Background: an optimization exercise with open tools, aiming at small area, a short achievable clock period and few clock cycles per item. Do not read the settings as production practice. RTL that was checked went through simulation tests only; none was proved equivalent to the original. Power and IR drop assume default switching activity.

==> inputs of ember <==
==> flow/design.v (excerpt) <==
module cube_move_engine (
    input  logic                  clock,
    input  logic                  rst,
    input  move_pkg::move_list_t  moves_input,
    input  logic                  new_moves_ready,
    input  cube_pkg::cube_state_t cubestate_input,
    output cube_pkg::cube_state_t cubestate_updated,
    output logic                  state_updated
);
==> module cube_move_engine, before the edit <==
module cube_move_engine (
    input  logic                  clock,
    input  logic                  rst,
    input  move_pkg::move_list_t  moves_input,
    input  logic                  new_moves_ready,
    input  cube_pkg::cube_state_t cubestate_input,
    output cube_pkg::cube_state_t cubestate_updated,
    output logic                  state_updated
);
    localparam int K = 2;   
    localparam int A = 1;   
    logic         busy_q;      
    logic         done_q;      
    logic [143:0] cube_q;      
    logic [17:0]  center_q;    
    logic [199:0] moves_q;     
    logic [11:0]  sel1_q;      
    wire          idle = ~busy_q;
    wire          load = idle & new_moves_ready;
    wire  [199:0] moves_in = moves_input << (4*A);
    logic [143:0] ch [0:K];
    logic [11:0]  sel [1:K];
    logic [3:0]   code [1:K];
    assign sel[1] = sel1_q;
    assign code[2] = idle ? moves_input[199-4*0 -: 4] : moves_q[199-4*1 -: 4];
    move_decoder u_dec2 (.code(code[2]), .sel(sel[2]));
    assign ch[0] = cube_q;
    cube_turner u_turn1 (.sel(sel[1]), .cube_i(ch[0]), .cube_o(ch[1]));
    cube_turner u_turn2 (.sel(sel[2]), .cube_i((idle ? cubestate_input[143:0] : ch[1])), .cube_o(ch[2]));
    wire  [143:0] cube_d = ch[K];
    wire  [199:0] moves_d = idle ? moves_in : (moves_q << (4*K));
    logic [49:0]  act_q, act_i;
    for (genvar g = 0; g < 50; g++) begin : g_act
        move_active u_act_q (.code(moves_q[4*g +: 4]), .act(act_q[g]));
        move_active u_act_i (.code(moves_input[4*g +: 4]), .act(act_i[g]));
    end
    wire          fin_q = ~|act_q[49-K:0];
    wire          fin_i = ~|act_i[49-A:0];
    wire          finish = idle ? fin_i : fin_q;
    logic [11:0]  sel1_d;
    move_decoder u_dec_next (.code(moves_d[199 -: 4]), .sel(sel1_d));
    always_ff @(posedge clock) begin
        if (rst) begin
            busy_q <= 1'b0;
            done_q <= 1'b0;
        end else begin
            busy_q <= (load | busy_q) & ~finish;
            done_q <= (load | busy_q) & finish;
        end
    end
    always_ff @(posedge clock) begin
        cube_q  <= cube_d;
        moves_q <= moves_d;
        sel1_q  <= sel1_d;
        if (idle) center_q <= cubestate_input[161:144];
    end
    assign cubestate_updated = {center_q, cube_q};
    assign state_updated     = done_q;
endmodule
==> flow/config.mk <==
export PLATFORM = sky130hd
export DESIGN_NAME = cube_move_engine
export DESIGN_NICKNAME = cube_move_engine
export VERILOG_FILES = /design/flow/design.v
export SDC_FILE = /design/flow/constraint.sdc
export NUM_CORES = 4
export LEC_CHECK = 0
export CAP_MARGIN = 20
export CORE_MARGIN = 2
export CORE_UTILIZATION = 30
export SETUP_SLACK_MARGIN = 2.5
export SLEW_MARGIN = 20
export BUFFER_PORTS_ARGS = -buffer_cell sky130_fd_sc_hd__buf_1
==> flow/constraint.sdc <==
create_clock -name core_clock -period 5.0 [get_ports {clock}]
set_input_delay 1.0000 -clock core_clock [delete_from_list [all_inputs] [get_ports {clock}]]
set_output_delay 1.0000 -clock core_clock [all_outputs]
set_load 0.01 [all_outputs]
standard.sh (not shown) runs the stock make flow with config.mk's settings and CLKGATE_MAP_FILE= SYNTH_SCRIPT=/design/flow/synth_recipe.tcl, a recipe that flattens the netlist after the stock synthesis.
==> flow/flow/run.sh <==
#!/bin/bash
# The standard layout, with the ports buffered by the smallest buffer (buf_1) instead of
# the clkdlybuf4s50_1 that buffer_ports picks by default; the resizer still upsizes any
# port buffer that timing needs. Everything else is standard.sh unchanged.
set -euo pipefail
echo 'export BUFFER_PORTS_ARGS = -buffer_cell sky130_fd_sc_hd__buf_1' >> config.mk
bash standard.sh > standard_flow.log 2>&1
==> cedar (differences from ember) <==
--- a/flow/design.v
+++ b/flow/design.v
@@ -360,26 +360,36 @@
     output logic                  state_updated
 );
-    localparam int K = 2;   
-    localparam int A = 1;   
-    logic         busy_q;      
+    localparam int K   = 2;   
+    localparam int A   = 1;   
+    localparam int NCM = 3;   
+    logic [NCM+1:0] busy_q;
     logic         done_q;      
     logic [143:0] cube_q;      
     logic [17:0]  center_q;    
     logic [199:0] moves_q;     
-    logic [11:0]  sel1_q;      
-    wire          idle = ~busy_q;
-    wire          load = idle & new_moves_ready;
+    logic [11:0]  sel1_q, sel1n_q;
+    wire          idle = ~busy_q[0];
     wire  [199:0] moves_in = moves_input << (4*A);
     logic [143:0] ch [0:K];
     logic [11:0]  sel [1:K];
     logic [3:0]   code [1:K];
-    assign sel[1] = sel1_q;
     assign code[2] = idle ? moves_input[199-4*0 -: 4] : moves_q[199-4*1 -: 4];
     move_decoder u_dec2 (.code(code[2]), .sel(sel[2]));
     assign ch[0] = cube_q;
-    cube_turner u_turn1 (.sel(sel[1]), .cube_i(ch[0]), .cube_o(ch[1]));
-    cube_turner u_turn2 (.sel(sel[2]), .cube_i((idle ? cubestate_input[143:0] : ch[1])), .cube_o(ch[2]));
+    logic [143:0] cin;
+    for (genvar g = 0; g < NCM; g++) begin : g_cin
+        localparam int lo = g*144/NCM;
+        localparam int hi = (g+1)*144/NCM - 1;
+        assign cin[hi:lo] = busy_q[1+g] ? ch[1][hi:lo] : cubestate_input[hi:lo];
+    end
+    logic [143:0] ch1a, ch1b;
+    wire  [11:0]  sel1a = sel1_q;
+    wire  [11:0]  sel1b = ~sel1n_q;
+    cube_turner u_turn1a (.sel(sel1a), .cube_i(ch[0]), .cube_o(ch1a));
+    cube_turner u_turn1b (.sel(sel1b), .cube_i(ch[0]), .cube_o(ch1b));
+    assign ch[1] = {ch1b[143:72], ch1a[71:0]};
+    cube_turner u_turn2 (.sel(sel[2]), .cube_i(cin), .cube_o(ch[2]));
     wire  [143:0] cube_d = ch[K];
-    wire  [199:0] moves_d = idle ? moves_in : (moves_q << (4*K));
+    wire  [199:0] moves_d = busy_q[NCM+1] ? (moves_q << (4*K)) : moves_in;
     logic [49:0]  act_q, act_i;
     for (genvar g = 0; g < 50; g++) begin : g_act
@@ -389,14 +399,14 @@
     wire          fin_q = ~|act_q[49-K:0];
     wire          fin_i = ~|act_i[49-A:0];
-    wire          finish = idle ? fin_i : fin_q;
     logic [11:0]  sel1_d;
     move_decoder u_dec_next (.code(moves_d[199 -: 4]), .sel(sel1_d));
     always_ff @(posedge clock) begin
         if (rst) begin
-            busy_q <= 1'b0;
+            busy_q <= '0;
             done_q <= 1'b0;
         end else begin
-            busy_q <= (load | busy_q) & ~finish;
-            done_q <= (load | busy_q) & finish;
+            for (int c = 0; c < NCM + 2; c++)
+                busy_q[c] <= busy_q[c] ? ~fin_q : (new_moves_ready & ~fin_i);
+            done_q <= busy_q[0] ? fin_q : (new_moves_ready & fin_i);
         end
     end
@@ -405,4 +415,5 @@
         moves_q <= moves_d;
         sel1_q  <= sel1_d;
+        sel1n_q <= ~sel1_d;
         if (idle) center_q <= cubestate_input[161:144];
     end
CORE_UTILIZATION = 50   (was 30)
CTS_CLUSTER_DIAMETER = 80   (was default)
CTS_CLUSTER_SIZE = 20   (was default)
==> notes <==
Between cedar and ember, the lower design area is in cedar (gap about 6%, measured against ember).
Against ember, the sequential power of cedar is larger by 7.3%.
Of cedar and ember, ember has the higher wire length (gap about 7%, measured against ember).
Between cedar and ember, the lower sequential share of layout area is in ember (gap 2.9 points).
Non-clock buffer count is the same in cedar and ember.
In critical path depth, cedar and ember do not differ.
In ember the global-route usage is lower than in cedar, by 18 points.
Between ember and cedar, the lower setup slack is in cedar (gap 96 ps).
Of ember and cedar, ember has the higher clock-buffer cell count (gap 35).
Between cedar and ember, the lower register-to-register slack is in cedar (gap 96 ps).
In ember the clock skew is higher than in cedar, by 12 ps.
cedar ran to the end with no violations. ember finished clean.
Testbench counts of ember, summed over its fixed seeds: cycles 5,878, items 320.
Testbench counts of cedar, summed over its fixed seeds: cycles 5,878, items 320.

========
==> v22 <==
Another version of the RTL of cube_move_engine (not shown whole).
==> module cube_move_engine, before the edit <==
module cube_move_engine (
    input  logic                  clock,
    input  logic                  rst,
    input  move_pkg::move_list_t  moves_input,
    input  logic                  new_moves_ready,
    input  cube_pkg::cube_state_t cubestate_input,
    output cube_pkg::cube_state_t cubestate_updated,
    output logic                  state_updated
);
    localparam int K = 4;   
    localparam int A = 0;   
    logic         busy_q;      
    logic         done_q;      
    logic [143:0] cube_q;      
    logic [17:0]  center_q;    
    logic [199:0] moves_q;     
    logic [11:0]  sel1_q;      
    wire          idle = ~busy_q;
    wire          load = idle & new_moves_ready;
    wire  [199:0] moves_in = moves_input << (4*A);
    logic [143:0] ch [0:K];
    logic [11:0]  sel [1:K];
    logic [3:0]   code [1:K];
    assign sel[1] = sel1_q;
    assign code[2] = moves_q[199-4*1 -: 4];
    move_decoder u_dec2 (.code(code[2]), .sel(sel[2]));
    assign code[3] = moves_q[199-4*2 -: 4];
    move_decoder u_dec3 (.code(code[3]), .sel(sel[3]));
    assign code[4] = moves_q[199-4*3 -: 4];
    move_decoder u_dec4 (.code(code[4]), .sel(sel[4]));
    assign ch[0] = cube_q;
    cube_turner u_turn1 (.sel(sel[1]), .cube_i(ch[0]), .cube_o(ch[1]));
    cube_turner u_turn2 (.sel(sel[2]), .cube_i(ch[1]), .cube_o(ch[2]));
    cube_turner u_turn3 (.sel(sel[3]), .cube_i(ch[2]), .cube_o(ch[3]));
    cube_turner u_turn4 (.sel(sel[4]), .cube_i(ch[3]), .cube_o(ch[4]));
    wire  [143:0] cube_d = idle ? cubestate_input[143:0] : ch[K];
    wire  [199:0] moves_d = idle ? moves_in : (moves_q << (4*K));
    logic [49:0]  act_d;
    for (genvar g = 0; g < 50; g++) begin : g_act
        move_active u_act (.code(moves_d[4*g +: 4]), .act(act_d[g]));
    end
    wire          finish = ~|act_d;
    logic [11:0]  sel1_d;
    move_decoder u_dec_next (.code(moves_d[199 -: 4]), .sel(sel1_d));
    always_ff @(posedge clock) begin
        if (rst) begin
            busy_q <= 1'b0;
            done_q <= 1'b0;
        end else begin
            busy_q <= (load | busy_q) & ~finish;
            done_q <= (load | busy_q) & finish;
        end
    end
    always_ff @(posedge clock) begin
        cube_q  <= cube_d;
        moves_q <= moves_d;
        sel1_q  <= sel1_d;
        if (idle) center_q <= cubestate_input[161:144];
    end
    assign cubestate_updated = {center_q, cube_q};
    assign state_updated     = done_q;
endmodule
make LEC_CHECK=0 CAP_MARGIN=20 CORE_MARGIN=2 CORE_UTILIZATION=40 SLEW_MARGIN=20 finish   # period 5.0 ns
run.sh (not shown) runs the stock make flow with config.mk's settings and CLKGATE_MAP_FILE= SYNTH_SCRIPT=/design/flow/synth_recipe.tcl, a recipe that flattens the netlist after the stock synthesis.
Stock flow here: none of the scripts above is used.
==> v13 (differences from v22) <==
--- a/flow/design.v
+++ b/flow/design.v
@@ -360,46 +360,53 @@
     output logic                  state_updated
 );
-    localparam int K = 4;   
-    localparam int A = 0;   
-    logic         busy_q;      
+    localparam int K   = 2;   
+    localparam int A   = 1;   
+    localparam int NCM = 3;   
+    logic [NCM+1:0] busy_q;
     logic         done_q;      
     logic [143:0] cube_q;      
     logic [17:0]  center_q;    
     logic [199:0] moves_q;     
-    logic [11:0]  sel1_q;      
-    wire          idle = ~busy_q;
-    wire          load = idle & new_moves_ready;
+    logic [11:0]  sel1_q, sel1n_q;
+    wire          idle = ~busy_q[0];
     wire  [199:0] moves_in = moves_input << (4*A);
     logic [143:0] ch [0:K];
     logic [11:0]  sel [1:K];
     logic [3:0]   code [1:K];
-    assign sel[1] = sel1_q;
-    assign code[2] = moves_q[199-4*1 -: 4];
+    assign code[2] = idle ? moves_input[199-4*0 -: 4] : moves_q[199-4*1 -: 4];
     move_decoder u_dec2 (.code(code[2]), .sel(sel[2]));
-    assign code[3] = moves_q[199-4*2 -: 4];
-    move_decoder u_dec3 (.code(code[3]), .sel(sel[3]));
-    assign code[4] = moves_q[199-4*3 -: 4];
-    move_decoder u_dec4 (.code(code[4]), .sel(sel[4]));
     assign ch[0] = cube_q;
-    cube_turner u_turn1 (.sel(sel[1]), .cube_i(ch[0]), .cube_o(ch[1]));
-    cube_turner u_turn2 (.sel(sel[2]), .cube_i(ch[1]), .cube_o(ch[2]));
-    cube_turner u_turn3 (.sel(sel[3]), .cube_i(ch[2]), .cube_o(ch[3]));
-    cube_turner u_turn4 (.sel(sel[4]), .cube_i(ch[3]), .cube_o(ch[4]));
-    wire  [143:0] cube_d = idle ? cubestate_input[143:0] : ch[K];
-    wire  [199:0] moves_d = idle ? moves_in : (moves_q << (4*K));
-    logic [49:0]  act_d;
+    logic [143:0] cin;
+    for (genvar g = 0; g < NCM; g++) begin : g_cin
+        localparam int lo = g*144/NCM;
+        localparam int hi = (g+1)*144/NCM - 1;
+        assign cin[hi:lo] = busy_q[1+g] ? ch[1][hi:lo] : cubestate_input[hi:lo];
+    end
+    logic [143:0] ch1a, ch1b;
+    wire  [11:0]  sel1a = sel1_q;
+    wire  [11:0]  sel1b = ~sel1n_q;
+    cube_turner u_turn1a (.sel(sel1a), .cube_i(ch[0]), .cube_o(ch1a));
+    cube_turner u_turn1b (.sel(sel1b), .cube_i(ch[0]), .cube_o(ch1b));
+    assign ch[1] = {ch1b[143:72], ch1a[71:0]};
+    cube_turner u_turn2 (.sel(sel[2]), .cube_i(cin), .cube_o(ch[2]));
+    wire  [143:0] cube_d = ch[K];
+    wire  [199:0] moves_d = busy_q[NCM+1] ? (moves_q << (4*K)) : moves_in;
+    logic [49:0]  act_q, act_i;
     for (genvar g = 0; g < 50; g++) begin : g_act
-        move_active u_act (.code(moves_d[4*g +: 4]), .act(act_d[g]));
+        move_active u_act_q (.code(moves_q[4*g +: 4]), .act(act_q[g]));
+        move_active u_act_i (.code(moves_input[4*g +: 4]), .act(act_i[g]));
     end
-    wire          finish = ~|act_d;
+    wire          fin_q = ~|act_q[49-K:0];
+    wire          fin_i = ~|act_i[49-A:0];
     logic [11:0]  sel1_d;
     move_decoder u_dec_next (.code(moves_d[199 -: 4]), .sel(sel1_d));
     always_ff @(posedge clock) begin
         if (rst) begin
-            busy_q <= 1'b0;
+            busy_q <= '0;
             done_q <= 1'b0;
         end else begin
-            busy_q <= (load | busy_q) & ~finish;
-            done_q <= (load | busy_q) & finish;
+            for (int c = 0; c < NCM + 2; c++)
+                busy_q[c] <= busy_q[c] ? ~fin_q : (new_moves_ready & ~fin_i);
+            done_q <= busy_q[0] ? fin_q : (new_moves_ready & fin_i);
         end
     end
@@ -408,4 +415,5 @@
         moves_q <= moves_d;
         sel1_q  <= sel1_d;
+        sel1n_q <= ~sel1_d;
         if (idle) center_q <= cubestate_input[161:144];
     end
==> flow/flow/run.sh (new file) <==
#!/bin/bash
# The standard layout, with the ports buffered by the smallest buffer (buf_1) instead of
# the clkdlybuf4s50_1 that buffer_ports picks by default; the resizer still upsizes any
# port buffer that timing needs. Everything else is standard.sh unchanged.
set -euo pipefail
echo 'export BUFFER_PORTS_ARGS = -buffer_cell sky130_fd_sc_hd__buf_1' >> config.mk
bash standard.sh > standard_flow.log 2>&1
==> flow/standard.sh (new file) <==
#!/bin/bash
# synth_recipe.tcl (not shown) runs the flow's synth.tcl, then flattens the netlist and writes it again
# the make line also repeats each setting of config.mk as NAME=value (left out here)
make -C /OpenROAD-flow-scripts/flow DESIGN_CONFIG=/design/flow/config.mk WORK_HOME=/design/flow/orfs CLKGATE_MAP_FILE= SYNTH_SCRIPT=/design/flow/synth_recipe.tcl "${@:-finish}"
- BUFFER_PORTS_ARGS: default -> -buffer_cell sky130_fd_sc_hd__buf_1
- CORE_UTILIZATION: 40 -> 30
- SETUP_SLACK_MARGIN: default -> 2.5
removed: flow/run.sh
==> v14 (differences from v22) <==
--- a/flow/design.v
+++ b/flow/design.v
@@ -360,46 +360,53 @@
     output logic                  state_updated
 );
-    localparam int K = 4;   
-    localparam int A = 0;   
-    logic         busy_q;      
+    localparam int K   = 2;   
+    localparam int A   = 1;   
+    localparam int NCM = 3;   
+    logic [NCM+1:0] busy_q;
     logic         done_q;      
     logic [143:0] cube_q;      
     logic [17:0]  center_q;    
     logic [199:0] moves_q;     
-    logic [11:0]  sel1_q;      
-    wire          idle = ~busy_q;
-    wire          load = idle & new_moves_ready;
+    logic [11:0]  sel1_q, sel1n_q;
+    wire          idle = ~busy_q[0];
     wire  [199:0] moves_in = moves_input << (4*A);
     logic [143:0] ch [0:K];
     logic [11:0]  sel [1:K];
     logic [3:0]   code [1:K];
-    assign sel[1] = sel1_q;
-    assign code[2] = moves_q[199-4*1 -: 4];
+    assign code[2] = idle ? moves_input[199-4*0 -: 4] : moves_q[199-4*1 -: 4];
     move_decoder u_dec2 (.code(code[2]), .sel(sel[2]));
-    assign code[3] = moves_q[199-4*2 -: 4];
-    move_decoder u_dec3 (.code(code[3]), .sel(sel[3]));
-    assign code[4] = moves_q[199-4*3 -: 4];
-    move_decoder u_dec4 (.code(code[4]), .sel(sel[4]));
     assign ch[0] = cube_q;
-    cube_turner u_turn1 (.sel(sel[1]), .cube_i(ch[0]), .cube_o(ch[1]));
-    cube_turner u_turn2 (.sel(sel[2]), .cube_i(ch[1]), .cube_o(ch[2]));
-    cube_turner u_turn3 (.sel(sel[3]), .cube_i(ch[2]), .cube_o(ch[3]));
-    cube_turner u_turn4 (.sel(sel[4]), .cube_i(ch[3]), .cube_o(ch[4]));
-    wire  [143:0] cube_d = idle ? cubestate_input[143:0] : ch[K];
-    wire  [199:0] moves_d = idle ? moves_in : (moves_q << (4*K));
-    logic [49:0]  act_d;
+    logic [143:0] cin;
+    for (genvar g = 0; g < NCM; g++) begin : g_cin
+        localparam int lo = g*144/NCM;
+        localparam int hi = (g+1)*144/NCM - 1;
+        assign cin[hi:lo] = busy_q[1+g] ? ch[1][hi:lo] : cubestate_input[hi:lo];
+    end
+    logic [143:0] ch1a, ch1b;
+    wire  [11:0]  sel1a = sel1_q;
+    wire  [11:0]  sel1b = ~sel1n_q;
+    cube_turner u_turn1a (.sel(sel1a), .cube_i(ch[0]), .cube_o(ch1a));
+    cube_turner u_turn1b (.sel(sel1b), .cube_i(ch[0]), .cube_o(ch1b));
+    assign ch[1] = {ch1b[143:72], ch1a[71:0]};
+    cube_turner u_turn2 (.sel(sel[2]), .cube_i(cin), .cube_o(ch[2]));
+    wire  [143:0] cube_d = ch[K];
+    wire  [199:0] moves_d = busy_q[NCM+1] ? (moves_q << (4*K)) : moves_in;
+    logic [49:0]  act_q, act_i;
     for (genvar g = 0; g < 50; g++) begin : g_act
-        move_active u_act (.code(moves_d[4*g +: 4]), .act(act_d[g]));
+        move_active u_act_q (.code(moves_q[4*g +: 4]), .act(act_q[g]));
+        move_active u_act_i (.code(moves_input[4*g +: 4]), .act(act_i[g]));
     end
-    wire          finish = ~|act_d;
+    wire          fin_q = ~|act_q[49-K:0];
+    wire          fin_i = ~|act_i[49-A:0];
     logic [11:0]  sel1_d;
     move_decoder u_dec_next (.code(moves_d[199 -: 4]), .sel(sel1_d));
     always_ff @(posedge clock) begin
         if (rst) begin
-            busy_q <= 1'b0;
+            busy_q <= '0;
             done_q <= 1'b0;
         end else begin
-            busy_q <= (load | busy_q) & ~finish;
-            done_q <= (load | busy_q) & finish;
+            for (int c = 0; c < NCM + 2; c++)
+                busy_q[c] <= busy_q[c] ? ~fin_q : (new_moves_ready & ~fin_i);
+            done_q <= busy_q[0] ? fin_q : (new_moves_ready & fin_i);
         end
     end
@@ -408,4 +415,5 @@
         moves_q <= moves_d;
         sel1_q  <= sel1_d;
+        sel1n_q <= ~sel1_d;
         if (idle) center_q <= cubestate_input[161:144];
     end
==> flow/flow/run.sh (new file) <==
#!/bin/bash
# The standard layout, with the ports buffered by the smallest buffer (buf_1) instead of
# the clkdlybuf4s50_1 that buffer_ports picks by default; the resizer still upsizes any
# port buffer that timing needs. Everything else is standard.sh unchanged.
set -euo pipefail
echo 'export BUFFER_PORTS_ARGS = -buffer_cell sky130_fd_sc_hd__buf_1' >> config.mk
bash standard.sh > standard_flow.log 2>&1
==> flow/standard.sh (new file) <==
#!/bin/bash
# synth_recipe.tcl (not shown) runs the flow's synth.tcl, then flattens the netlist and writes it again
# the make line also repeats each setting of config.mk as NAME=value (left out here)
make -C /OpenROAD-flow-scripts/flow DESIGN_CONFIG=/design/flow/config.mk WORK_HOME=/design/flow/orfs CLKGATE_MAP_FILE= SYNTH_SCRIPT=/design/flow/synth_recipe.tcl "${@:-finish}"
- BUFFER_PORTS_ARGS: default -> -buffer_cell sky130_fd_sc_hd__buf_1
- SETUP_SLACK_MARGIN: default -> 2.5
removed: flow/run.sh
==> run summary <==
Die area, lowest first: v14, v13, v22.
The lowest sequential share of layout area belongs to v22, the highest to v14.
Sequential power is about the same in v13 and v14.
v14 ran to the end with no violations. v22 finished but failed the layout checks on negative setup slack. v13 finished with timing, DRC and antenna clean.
Global-route usage, highest first: v22, v14, v13.
Against v14, the critical path depth of v22 is higher by 6.
==> figures <==
Outcome: v13 no timing/DRC/antenna violations; v14 no timing/DRC/antenna violations; v22 complete, but fails checks
Reasons for failing layout checks: v13 -; v14 -; v22 negative setup slack
Non-CTS buffers: v13 602; v14 611; v22 986
Internal portion of total power: v13 7.12 mW; v14 6.84 mW; v22 8.93 mW
Cell area after placement: v13 25200 um2; v14 25000 um2; v22 42300 um2
Ratio of cells with drive above 1 in the final layout: v13 15.0%; v14 14.6%; v22 16.7%
Met2 track demand over resource in global routing: v13 48.8%; v14 62.4%; v22 68.7%
Pwr per Cell Area: v13 453 nW/um2; v14 448 nW/um2; v22 426 nW/um2
Non-clock inverter count in the final layout: v13 97; v14 98; v22 50
Buffers & Inverters on Critical Path: v13 1; v14 1; v22 4
Area fraction of the dominant cell type after synthesis: v13 32.4%; v14 32.4%; v22 21.0%
Share of cell area taken by muxes after synthesis: v13 9.48%; v14 9.48%; v22 7.44%
Testbench counts of v13, summed over its fixed seeds: cycles 5,878, items 320.
Testbench counts of v14, summed over its fixed seeds: cycles 5,878, items 320.
The RTL of v22 was laid out without a check of its function.

-- what the ideal ports hide --
How much do the figures lean on ideal ports? The routed layouts below were timed once more, with nothing changed but the port constraints.
Step 1 assumes that a clkbuf_16 drives the clock port and a buf_2 every other input.
Step 2, shift: input delay + t, output delay - t, t = (earliest + latest rising clock arrival at the registers) / 2. This alone moves slack from input paths to output paths.
Slacks: ideal ports / drivers / drivers and shift; pairs: ideal ports / drivers.
run	shift t [ns]	slack for setup (ns)	latest minus earliest clock arrival (ns)	worst register clock-pin slew, ns
ember	0.657	2.433 / 2.403 / 1.777	0.047 / 0.047	0.07 / 0.07
cedar	0.637	2.337 / 2.319 / 1.847	0.037 / 0.037	0.10 / 0.10
v22	0.696	-0.078 / -0.078 / -0.078	0.045 / 0.045	0.07 / 0.07
v13	0.643	2.365 / 2.365 / 1.830	0.036 / 0.035	0.07 / 0.07
v14	0.639	2.390 / 2.390 / 1.917	0.036 / 0.036	0.07 / 0.07
The setup slack of ember, which loses most, moves by -0.030 ns with the drivers and by -0.656 ns with both steps.
